What follows belongs to an exercise in optimizing a design on an open flow for small area, a short achievable clock period and few clock cycles per item; a production flow would make more cautious choices. The RTL was checked by simulation tests, not by an equivalence proof against the original design. Power is estimated from default activity; no workload was simulated.

==> exp/lagoon: inputs <==
Design cpu_alu_with_flags, start of the top module:
module cpu_alu_with_flags (
    input  logic                            aclk,
    input  logic                            aresetn,
    input  logic                            s_tvalid,
    output logic                            s_tready,
    input  logic [cafl_pkg::S_TDATA_W-1:0]  s_tdata,
    output logic                            m_tvalid,
    input  logic                            m_tready,
    output logic [cafl_pkg::M_TDATA_W-1:0]  m_tdata
);
==> flow/config.mk <==
export PLATFORM = sky130hd
export DESIGN_NAME = cpu_alu_with_flags
export DESIGN_NICKNAME = cpu_alu_with_flags
export VERILOG_FILES = /design/flow/design.v
export SDC_FILE = /design/flow/constraint.sdc
export NUM_CORES = 4
export LEC_CHECK = 0
export CAP_MARGIN = 20
export CORE_MARGIN = 2
export CORE_UTILIZATION = 55
export CTS_CLUSTER_DIAMETER = 80
export CTS_CLUSTER_SIZE = 25
export SETUP_SLACK_MARGIN = 5
export SLEW_MARGIN = 20
==> flow/constraint.sdc <==
create_clock -name core_clock -period 9.0 [get_ports {aclk}]
set_input_delay 1.8000 -clock core_clock [delete_from_list [all_inputs] [get_ports {aclk}]]
set_output_delay 1.8000 -clock core_clock [all_outputs]
set_load 0.01 [all_outputs]
standard.sh (not shown) runs the stock make flow with config.mk's settings and CLKGATE_MAP_FILE= SYNTH_SCRIPT=/design/flow/synth_recipe.tcl, a recipe that flattens the netlist after the stock synthesis.
==> flow/flow/run.sh <==
#!/bin/bash
# Layout flow: the standard flow (standard.sh: unchanged synthesis and
# steps, the design's clock and I/O constraints), with every port still
# buffered but by a plain buffer (buf_2) rather than the delay buffer the
# port-buffering step picks by default.
set -euo pipefail
bash standard.sh "BUFFER_PORTS_ARGS=-buffer_cell sky130_fd_sc_hd__buf_2" finish > standard_flow.log 2>&1
==> exp/juniper: changes against exp/lagoon <==
--- a/flow/design.v
+++ b/flow/design.v
@@ -69,11 +69,11 @@
     localparam int VW    = 21;      
     logic [15:0] a_q, l_q;
     logic [16:0] hs_q, hc_q;
     logic        cb_q;
     logic        sgn_q, neg_q;
-    logic [1:0]  cnt_q;         
+    logic [3:0]  cnt_q;
     logic [15:0] sa, sl;
     logic [16:0] shs, shc;
     logic        scb;
     assign sa  = load ? a : a_q;
     assign sl  = load ? b : l_q;
@@ -97,17 +97,17 @@
         if (!aresetn) busy <= 1'b0;
         else if (load) busy <= 1'b1;
         else if (release_i) busy <= 1'b0;
     end
     always_ff @(posedge aclk) begin
-        if (load || cnt_q != 2'(STEPS - 1)) begin
+        if (load || cnt_q != STEPS[3:0]) begin
             a_q   <= sa;
             l_q   <= {low[W-1:0], sl[15:W]};
             hs_q  <= s4[VW-1:W];
             hc_q  <= c4[VW-1:W];
             cb_q  <= low[W];
-            cnt_q <= load ? 2'd0 : cnt_q + 1'b1;
+            cnt_q <= load ? 4'd1 : cnt_q + 1'b1;
         end
         if (load) begin
             sgn_q <= sgn;
             neg_q <= neg;
         end
@@ -228,36 +228,35 @@
     input  logic        aresetn,
     input  logic        load,       
     input  logic [15:0] num,        
     input  logic [3:0]  rem0,       
     input  logic [15:0] den,        
+    input  logic [17:0] den3,       
     input  logic        sel_r,      
     input  logic        neg_q,      
     input  logic        neg_r,      
     input  logic        release_i,  
     output logic        busy,
     output logic [15:0] res,
     output logic        zf          
 );
     logic [15:0] rem_q, nq_q, den_q;
-    logic [2:0]  cnt_q;         
+    logic [17:0] den3_q;
+    logic [3:0]  cnt_q;
     logic sel_r_q, neg_q_q, neg_r_q;
     logic [17:0] t, r1, r2, r3;
     logic        c1, c2, c3;
     logic [15:0] rem_n;
     logic [1:0]  qd;
+    logic [17:0] den3_full;
+    logic        unused_c3;
+    cafl_add #(.N(18)) u_d3 (.a({2'b00, den_q}), .b({1'b0, den_q, 1'b0}), .ci(1'b0),
+                             .y(den3_full), .co(unused_c3));
     assign t = {rem_q, nq_q[15:14]};
     cafl_sub #(.N(18)) u_s1 (.a(t), .b({2'b00, den_q}),        .d(r1), .ge(c1));
     cafl_sub #(.N(18)) u_s2 (.a(t), .b({1'b0, den_q, 1'b0}),   .d(r2), .ge(c2));
-    logic [19:0] x3, m1, m2, s3, k3;
-    logic        unused_c4;
-    assign m1 = ~{4'd0, den_q};
-    assign m2 = ~{3'd0, den_q, 1'b0};
-    cafl_csa #(.N(20)) u_c3 (.x({2'd0, t}), .y(m1), .z(m2), .s(s3), .c(k3));
-    cafl_add #(.N(20)) u_s3 (.a(s3), .b({k3[19:1], 1'b1}), .ci(1'b1), .y(x3), .co(unused_c4));
-    assign r3 = x3[17:0];
-    assign c3 = !x3[19];
+    cafl_sub #(.N(18)) u_s3 (.a(t), .b(den3_q),                .d(r3), .ge(c3));
     always_comb begin
         if (c3)      begin rem_n = r3[15:0]; qd = 2'd3; end
         else if (c2) begin rem_n = r2[15:0]; qd = 2'd2; end
         else if (c1) begin rem_n = r1[15:0]; qd = 2'd1; end
         else         begin rem_n = t[15:0];  qd = 2'd0; end
@@ -270,15 +269,17 @@
     always_ff @(posedge aclk) begin
         if (load) begin
             rem_q   <= {12'd0, rem0};
             nq_q    <= num;
             den_q   <= den;
-            cnt_q   <= 3'd1;
+            den3_q  <= den3;
+            cnt_q   <= 4'd2;
             sel_r_q <= sel_r;
             neg_q_q <= neg_q;
             neg_r_q <= neg_r;
-        end else if (cnt_q != 3'd7) begin
+        end else if (cnt_q != 4'd8) begin
+            if (cnt_q == 4'd2) den3_q <= den3_full;
             rem_q <= rem_n;
             nq_q  <= {nq_q[13:0], qd};
             cnt_q <= cnt_q + 1'b1;
         end
     end
@@ -386,15 +387,17 @@
         logic       fill;     
         logic       big;      
         logic       dneg;     
         logic       sneg;     
         logic       divop;    
-        logic       dsmall;   
         logic       mulop;    
-        logic       f0;       
-        logic       f1;       
-        logic       f2;       
+        logic       sel_r;    
+        logic       negq;
+        logic       negr;
+        logic       msgn;     
+        logic       mneg;     
+        logic       mcin;     
     } ctl_t;
     function automatic ctl_t decode(input logic [4:0] op, input logic [15:0] dv,
                                     input logic [15:0] sv, input logic c);
         ctl_t k;
         logic bigs, sz;
@@ -419,25 +422,24 @@
                 k.cin = !c;
             end
             cafl_pkg::OP_UMUL, cafl_pkg::OP_SMUL, cafl_pkg::OP_MULC: begin
                 k.kind = cafl_pkg::K_MUL;
                 k.mulop = 1'b1;
-                k.f0   = (op == cafl_pkg::OP_SMUL);
+                k.msgn = (op == cafl_pkg::OP_SMUL);
                 k.dneg = (op == cafl_pkg::OP_SMUL) && dv[15];
                 k.sneg = (op == cafl_pkg::OP_SMUL) && sv[15];
-                k.f1   = (op == cafl_pkg::OP_SMUL) && (dv[15] ^ sv[15]);
-                k.f2   = (op == cafl_pkg::OP_MULC) && c;
+                k.mneg = (op == cafl_pkg::OP_SMUL) && (dv[15] ^ sv[15]);
+                k.mcin = (op == cafl_pkg::OP_MULC) && c;
             end
             cafl_pkg::OP_UDIV, cafl_pkg::OP_SDIV, cafl_pkg::OP_UMOD, cafl_pkg::OP_SMOD: begin
                 k.kind  = sz ? cafl_pkg::K_DZ : cafl_pkg::K_DIV;
                 k.divop = 1'b1;
                 k.dneg  = ((op == cafl_pkg::OP_SDIV) || (op == cafl_pkg::OP_SMOD)) && dv[15];
                 k.sneg  = (op == cafl_pkg::OP_SDIV) && sv[15];
-                k.dsmall = k.sneg ? (sv[15:4] == 12'hFFF && sv[3:0] != 4'd0) : (sv[15:4] == 12'd0);
-                k.f0    = (op == cafl_pkg::OP_UMOD) || (op == cafl_pkg::OP_SMOD);
-                k.f1    = (op == cafl_pkg::OP_SDIV) && (dv[15] ^ sv[15]);
-                k.f2    = (op == cafl_pkg::OP_SMOD) && dv[15];
+                k.sel_r = (op == cafl_pkg::OP_UMOD) || (op == cafl_pkg::OP_SMOD);
+                k.negq  = (op == cafl_pkg::OP_SDIV) && (dv[15] ^ sv[15]);
+                k.negr  = (op == cafl_pkg::OP_SMOD) && dv[15];
             end
             cafl_pkg::OP_AND: k.rsel = 8'd1 << R_AND;
             cafl_pkg::OP_OR:  k.rsel = 8'd1 << R_OR;
             cafl_pkg::OP_XOR: k.rsel = 8'd1 << R_XOR;
             cafl_pkg::OP_NOT: k.rsel = 8'd1 << R_NOT;
@@ -529,35 +531,40 @@
         .aclk      (aclk),
         .aresetn   (aresetn),
         .load      (mload_q),
         .a         (num),
         .b         (den),
-        .sgn       (k.f0),
-        .neg       (k.f1),
-        .cin       (k.f2),
+        .sgn       (k.msgn),
+        .neg       (k.mneg),
+        .cin       (k.mcin),
         .release_i (m_rel),
         .busy      (m_busy),
         .res       (m_res),
         .cy        (m_cy)
     );
     logic [NDIV-1:0] dv_busy, dv_load, dv_rel;
     logic [NDIV-1:0][15:0] dv_res;
     logic [NDIV-1:0]       dv_zf;
     logic [0:0]  wp, rp;
     logic        rd_div;
+    logic [17:0] den3;
     assign num = aa;
     assign den = bb;
     logic [3:0] q2, r2, qt, rt;
     cafl_div4 u_div4 (.n(aa[15:12]), .d(bb[3:0]), .q(qt), .r(rt));
     always_comb begin
-        if (!k.dsmall) begin
+        if (bb[15:4] != 12'd0) begin
             q2 = 4'd0;
             r2 = aa[15:12];
         end else begin
             q2 = qt;
             r2 = rt;
         end
+        if (bb[15:5] == 11'd0 && bb[4:0] <= 5'd21)
+            den3 = {11'd0, bb[4:0], 1'b0} + {13'd0, bb[4:0]};
+        else
+            den3 = 18'd64;
     end
     assign rd_div = adv && (dl_t[DXFER-1] == T_DIV);
     for (genvar j = 0; j < NDIV; j++) begin : g_div
         assign dv_load[j] = dload_q[j];
         assign dv_rel[j]  = rd_div && (rp == j);
@@ -566,13 +573,14 @@
             .aresetn   (aresetn),
             .load      (dv_load[j]),
             .num       ({num[11:0], q2}),
             .rem0      (r2),
             .den       (den),
-            .sel_r     (k.f0),
-            .neg_q     (k.f1),
-            .neg_r     (k.f2),
+            .den3      (den3),
+            .sel_r     (k.sel_r),
+            .neg_q     (k.negq),
+            .neg_r     (k.negr),
             .release_i (dv_rel[j]),
             .busy      (dv_busy[j]),
             .res       (dv_res[j]),
             .zf        (dv_zf[j])
         );
@@ -597,14 +605,13 @@
     logic [NDIV-1:0] dv_busy_n;
     logic            is_mul_n, is_div_n, can_issue_n;
     always_comb begin
         adv_n    = !full_n;
         r1_v_n   = r1_take ? s_tvalid : r1_v;
-        is_mul_n = (r1_take && s_tvalid) ? k_in.mulop : (k.kind == cafl_pkg::K_MUL);
+        is_mul_n = (r1_take && s_tvalid) ? k_in.mulop : k.mulop;
         kind_n   = (r1_take && s_tvalid) ? k_in.kind : k.kind;
-        is_div_n = (r1_take && s_tvalid) ? k_in.divop
-                 : (k.kind == cafl_pkg::K_DIV) || (k.kind == cafl_pkg::K_DZ);
+        is_div_n = (r1_take && s_tvalid) ? k_in.divop : k.divop;
         mt_n     = adv ? dl_t[MXFER-2] : dl_t[MXFER-1];
         dt_n     = adv ? dl_t[DXFER-2] : dl_t[DXFER-1];
         m_busy_n = mload_q ? 1'b1 : m_rel ? 1'b0 : m_busy;
         for (int j = 0; j < NDIV; j++)
             dv_busy_n[j] = dv_load[j] ? 1'b1 : dv_rel[j] ? 1'b0 : dv_busy[j];
==> flow/run.sh (new file) <==
#!/bin/bash
# synth_recipe.tcl (not shown) runs the flow's synth.tcl, then flattens the netlist and writes it again
# the make line also repeats each setting of config.mk as NAME=value (left out here)
make -C /OpenROAD-flow-scripts/flow DESIGN_CONFIG=/design/flow/config.mk WORK_HOME=/design/flow/orfs CLKGATE_MAP_FILE= SYNTH_SCRIPT=/design/flow/synth_recipe.tcl finish
--- a/flow/config.mk
+++ b/flow/config.mk
@@ -5,10 +5,10 @@
 export SDC_FILE = /design/flow/constraint.sdc
 export NUM_CORES = 4
 export LEC_CHECK = 0
 export CAP_MARGIN = 20
 export CORE_MARGIN = 2
-export CORE_UTILIZATION = 55
+export CORE_UTILIZATION = 40
 export CTS_CLUSTER_DIAMETER = 80
 export CTS_CLUSTER_SIZE = 25
 export SETUP_SLACK_MARGIN = 5
 export SLEW_MARGIN = 20
removed: flow/flow/run.sh
removed: flow/standard.sh
==> exp/delta: changes against exp/lagoon <==
--- a/flow/design.v
+++ b/flow/design.v
@@ -69,11 +69,11 @@
     localparam int VW    = 21;      
     logic [15:0] a_q, l_q;
     logic [16:0] hs_q, hc_q;
     logic        cb_q;
     logic        sgn_q, neg_q;
-    logic [1:0]  cnt_q;         
+    logic [3:0]  cnt_q;
     logic [15:0] sa, sl;
     logic [16:0] shs, shc;
     logic        scb;
     assign sa  = load ? a : a_q;
     assign sl  = load ? b : l_q;
@@ -97,17 +97,17 @@
         if (!aresetn) busy <= 1'b0;
         else if (load) busy <= 1'b1;
         else if (release_i) busy <= 1'b0;
     end
     always_ff @(posedge aclk) begin
-        if (load || cnt_q != 2'(STEPS - 1)) begin
+        if (load || cnt_q != STEPS[3:0]) begin
             a_q   <= sa;
             l_q   <= {low[W-1:0], sl[15:W]};
             hs_q  <= s4[VW-1:W];
             hc_q  <= c4[VW-1:W];
             cb_q  <= low[W];
-            cnt_q <= load ? 2'd0 : cnt_q + 1'b1;
+            cnt_q <= load ? 4'd1 : cnt_q + 1'b1;
         end
         if (load) begin
             sgn_q <= sgn;
             neg_q <= neg;
         end
@@ -228,36 +228,35 @@
     input  logic        aresetn,
     input  logic        load,       
     input  logic [15:0] num,        
     input  logic [3:0]  rem0,       
     input  logic [15:0] den,        
+    input  logic [17:0] den3,       
     input  logic        sel_r,      
     input  logic        neg_q,      
     input  logic        neg_r,      
     input  logic        release_i,  
     output logic        busy,
     output logic [15:0] res,
     output logic        zf          
 );
     logic [15:0] rem_q, nq_q, den_q;
-    logic [2:0]  cnt_q;         
+    logic [17:0] den3_q;
+    logic [3:0]  cnt_q;
     logic sel_r_q, neg_q_q, neg_r_q;
     logic [17:0] t, r1, r2, r3;
     logic        c1, c2, c3;
     logic [15:0] rem_n;
     logic [1:0]  qd;
+    logic [17:0] den3_full;
+    logic        unused_c3;
+    cafl_add #(.N(18)) u_d3 (.a({2'b00, den_q}), .b({1'b0, den_q, 1'b0}), .ci(1'b0),
+                             .y(den3_full), .co(unused_c3));
     assign t = {rem_q, nq_q[15:14]};
     cafl_sub #(.N(18)) u_s1 (.a(t), .b({2'b00, den_q}),        .d(r1), .ge(c1));
     cafl_sub #(.N(18)) u_s2 (.a(t), .b({1'b0, den_q, 1'b0}),   .d(r2), .ge(c2));
-    logic [19:0] x3, m1, m2, s3, k3;
-    logic        unused_c4;
-    assign m1 = ~{4'd0, den_q};
-    assign m2 = ~{3'd0, den_q, 1'b0};
-    cafl_csa #(.N(20)) u_c3 (.x({2'd0, t}), .y(m1), .z(m2), .s(s3), .c(k3));
-    cafl_add #(.N(20)) u_s3 (.a(s3), .b({k3[19:1], 1'b1}), .ci(1'b1), .y(x3), .co(unused_c4));
-    assign r3 = x3[17:0];
-    assign c3 = !x3[19];
+    cafl_sub #(.N(18)) u_s3 (.a(t), .b(den3_q),                .d(r3), .ge(c3));
     always_comb begin
         if (c3)      begin rem_n = r3[15:0]; qd = 2'd3; end
         else if (c2) begin rem_n = r2[15:0]; qd = 2'd2; end
         else if (c1) begin rem_n = r1[15:0]; qd = 2'd1; end
         else         begin rem_n = t[15:0];  qd = 2'd0; end
@@ -270,15 +269,17 @@
     always_ff @(posedge aclk) begin
         if (load) begin
             rem_q   <= {12'd0, rem0};
             nq_q    <= num;
             den_q   <= den;
-            cnt_q   <= 3'd1;
+            den3_q  <= den3;
+            cnt_q   <= 4'd2;
             sel_r_q <= sel_r;
             neg_q_q <= neg_q;
             neg_r_q <= neg_r;
-        end else if (cnt_q != 3'd7) begin
+        end else if (cnt_q != 4'd8) begin
+            if (cnt_q == 4'd2) den3_q <= den3_full;
             rem_q <= rem_n;
             nq_q  <= {nq_q[13:0], qd};
             cnt_q <= cnt_q + 1'b1;
         end
     end
@@ -386,15 +387,17 @@
         logic       fill;     
         logic       big;      
         logic       dneg;     
         logic       sneg;     
         logic       divop;    
-        logic       dsmall;   
         logic       mulop;    
-        logic       f0;       
-        logic       f1;       
-        logic       f2;       
+        logic       sel_r;    
+        logic       negq;
+        logic       negr;
+        logic       msgn;     
+        logic       mneg;     
+        logic       mcin;     
     } ctl_t;
     function automatic ctl_t decode(input logic [4:0] op, input logic [15:0] dv,
                                     input logic [15:0] sv, input logic c);
         ctl_t k;
         logic bigs, sz;
@@ -419,25 +422,24 @@
                 k.cin = !c;
             end
             cafl_pkg::OP_UMUL, cafl_pkg::OP_SMUL, cafl_pkg::OP_MULC: begin
                 k.kind = cafl_pkg::K_MUL;
                 k.mulop = 1'b1;
-                k.f0   = (op == cafl_pkg::OP_SMUL);
+                k.msgn = (op == cafl_pkg::OP_SMUL);
                 k.dneg = (op == cafl_pkg::OP_SMUL) && dv[15];
                 k.sneg = (op == cafl_pkg::OP_SMUL) && sv[15];
-                k.f1   = (op == cafl_pkg::OP_SMUL) && (dv[15] ^ sv[15]);
-                k.f2   = (op == cafl_pkg::OP_MULC) && c;
+                k.mneg = (op == cafl_pkg::OP_SMUL) && (dv[15] ^ sv[15]);
+                k.mcin = (op == cafl_pkg::OP_MULC) && c;
             end
             cafl_pkg::OP_UDIV, cafl_pkg::OP_SDIV, cafl_pkg::OP_UMOD, cafl_pkg::OP_SMOD: begin
                 k.kind  = sz ? cafl_pkg::K_DZ : cafl_pkg::K_DIV;
                 k.divop = 1'b1;
                 k.dneg  = ((op == cafl_pkg::OP_SDIV) || (op == cafl_pkg::OP_SMOD)) && dv[15];
                 k.sneg  = (op == cafl_pkg::OP_SDIV) && sv[15];
-                k.dsmall = k.sneg ? (sv[15:4] == 12'hFFF && sv[3:0] != 4'd0) : (sv[15:4] == 12'd0);
-                k.f0    = (op == cafl_pkg::OP_UMOD) || (op == cafl_pkg::OP_SMOD);
-                k.f1    = (op == cafl_pkg::OP_SDIV) && (dv[15] ^ sv[15]);
-                k.f2    = (op == cafl_pkg::OP_SMOD) && dv[15];
+                k.sel_r = (op == cafl_pkg::OP_UMOD) || (op == cafl_pkg::OP_SMOD);
+                k.negq  = (op == cafl_pkg::OP_SDIV) && (dv[15] ^ sv[15]);
+                k.negr  = (op == cafl_pkg::OP_SMOD) && dv[15];
             end
             cafl_pkg::OP_AND: k.rsel = 8'd1 << R_AND;
             cafl_pkg::OP_OR:  k.rsel = 8'd1 << R_OR;
             cafl_pkg::OP_XOR: k.rsel = 8'd1 << R_XOR;
             cafl_pkg::OP_NOT: k.rsel = 8'd1 << R_NOT;
@@ -529,35 +531,40 @@
         .aclk      (aclk),
         .aresetn   (aresetn),
         .load      (mload_q),
         .a         (num),
         .b         (den),
-        .sgn       (k.f0),
-        .neg       (k.f1),
-        .cin       (k.f2),
+        .sgn       (k.msgn),
+        .neg       (k.mneg),
+        .cin       (k.mcin),
         .release_i (m_rel),
         .busy      (m_busy),
         .res       (m_res),
         .cy        (m_cy)
     );
     logic [NDIV-1:0] dv_busy, dv_load, dv_rel;
     logic [NDIV-1:0][15:0] dv_res;
     logic [NDIV-1:0]       dv_zf;
     logic [0:0]  wp, rp;
     logic        rd_div;
+    logic [17:0] den3;
     assign num = aa;
     assign den = bb;
     logic [3:0] q2, r2, qt, rt;
     cafl_div4 u_div4 (.n(aa[15:12]), .d(bb[3:0]), .q(qt), .r(rt));
     always_comb begin
-        if (!k.dsmall) begin
+        if (bb[15:4] != 12'd0) begin
             q2 = 4'd0;
             r2 = aa[15:12];
         end else begin
             q2 = qt;
             r2 = rt;
         end
+        if (bb[15:5] == 11'd0 && bb[4:0] <= 5'd21)
+            den3 = {11'd0, bb[4:0], 1'b0} + {13'd0, bb[4:0]};
+        else
+            den3 = 18'd64;
     end
     assign rd_div = adv && (dl_t[DXFER-1] == T_DIV);
     for (genvar j = 0; j < NDIV; j++) begin : g_div
         assign dv_load[j] = dload_q[j];
         assign dv_rel[j]  = rd_div && (rp == j);
@@ -566,13 +573,14 @@
             .aresetn   (aresetn),
             .load      (dv_load[j]),
             .num       ({num[11:0], q2}),
             .rem0      (r2),
             .den       (den),
-            .sel_r     (k.f0),
-            .neg_q     (k.f1),
-            .neg_r     (k.f2),
+            .den3      (den3),
+            .sel_r     (k.sel_r),
+            .neg_q     (k.negq),
+            .neg_r     (k.negr),
             .release_i (dv_rel[j]),
             .busy      (dv_busy[j]),
             .res       (dv_res[j]),
             .zf        (dv_zf[j])
         );
@@ -597,14 +605,13 @@
     logic [NDIV-1:0] dv_busy_n;
     logic            is_mul_n, is_div_n, can_issue_n;
     always_comb begin
         adv_n    = !full_n;
         r1_v_n   = r1_take ? s_tvalid : r1_v;
-        is_mul_n = (r1_take && s_tvalid) ? k_in.mulop : (k.kind == cafl_pkg::K_MUL);
+        is_mul_n = (r1_take && s_tvalid) ? k_in.mulop : k.mulop;
         kind_n   = (r1_take && s_tvalid) ? k_in.kind : k.kind;
-        is_div_n = (r1_take && s_tvalid) ? k_in.divop
-                 : (k.kind == cafl_pkg::K_DIV) || (k.kind == cafl_pkg::K_DZ);
+        is_div_n = (r1_take && s_tvalid) ? k_in.divop : k.divop;
         mt_n     = adv ? dl_t[MXFER-2] : dl_t[MXFER-1];
         dt_n     = adv ? dl_t[DXFER-2] : dl_t[DXFER-1];
         m_busy_n = mload_q ? 1'b1 : m_rel ? 1'b0 : m_busy;
         for (int j = 0; j < NDIV; j++)
             dv_busy_n[j] = dv_load[j] ? 1'b1 : dv_rel[j] ? 1'b0 : dv_busy[j];
==> flow/run.sh (new file) <==
#!/bin/bash
# synth_recipe.tcl (not shown) runs the flow's synth.tcl, then flattens the netlist and writes it again
# the make line also repeats each setting of config.mk as NAME=value (left out here)
make -C /OpenROAD-flow-scripts/flow DESIGN_CONFIG=/design/flow/config.mk WORK_HOME=/design/flow/orfs CLKGATE_MAP_FILE= SYNTH_SCRIPT=/design/flow/synth_recipe.tcl finish
removed: flow/flow/run.sh
removed: flow/standard.sh
==> exp/indigo: changes against exp/lagoon <==
==> flow/run.sh (new file) <==
#!/bin/bash
# synth_recipe.tcl (not shown) runs the flow's synth.tcl, then flattens the netlist and writes it again
# the make line also repeats each setting of config.mk as NAME=value (left out here)
make -C /OpenROAD-flow-scripts/flow DESIGN_CONFIG=/design/flow/config.mk WORK_HOME=/design/flow/orfs CLKGATE_MAP_FILE= SYNTH_SCRIPT=/design/flow/synth_recipe.tcl finish
removed: flow/flow/run.sh
removed: flow/standard.sh
==> summary of the runs <==
Of exp/lagoon and exp/juniper, exp/lagoon has the higher combinational power (gap 14%, measured against exp/juniper).
Power: exp/indigo > exp/lagoon > exp/juniper > exp/delta.
Between exp/juniper and exp/delta, the lower critical path depth is in exp/delta (gap 3).
Worst hold slack, highest first: exp/delta, exp/indigo, exp/lagoon, exp/juniper.
The lowest setup slack belongs to exp/indigo, the highest to exp/lagoon.
Testbench counts of exp/lagoon, summed over its fixed seeds: cycles 17,485, items 16,000.
Testbench counts of exp/juniper, summed over its fixed seeds: cycles 17,485, items 16,000.
Testbench counts of exp/delta, summed over its fixed seeds: cycles 17,485, items 16,000.
Testbench counts of exp/indigo, summed over its fixed seeds: cycles 17,485, items 16,000.

## re-timing with driven ports
How much do the figures lean on ideal ports? The routed layouts below were timed once more, with nothing changed but the port constraints.
Step 1 (the two cells are an assumption about what drives the block):
set clk [get_ports {aclk}]
set_driving_cell -lib_cell sky130_fd_sc_hd__clkbuf_16 $clk
set_driving_cell -lib_cell sky130_fd_sc_hd__buf_2 [delete_from_list [all_inputs] $clk]
Step 2 times the ports against the registers' clock, not the clock port: input delays grow and output delays shrink by t, the midpoint of the rising clock arrivals with the driver on.
Slacks: ideal ports / drivers / drivers and shift; pairs: ideal ports / drivers.
run | shift t [ns] | setup slack, ns | worst hold slack (ns) | worst setup path at the end | worst data-port slew with drivers (ns)
exp/lagoon | 0.677 | 5.114 / 5.135 / 4.476 | 0.403 / 0.403 / 0.403 | input to register | 0.03
exp/juniper | 0.651 | 5.067 / 5.067 / 4.495 | 0.375 / 0.375 / 0.375 | input to register | 0.07
exp/delta | 0.636 | 5.080 / 5.121 / 4.485 | 0.416 / 0.416 / 0.416 | input to register | 0.05
exp/indigo | 0.688 | 5.061 / 5.075 / 4.396 | 0.416 / 0.416 / 0.416 | input to register | 0.05
After both steps every run listed still meets setup and hold. For exp/indigo, which loses most, drivers alone change the setup slack by +0.014 ns; drivers and shift together by -0.665 ns.
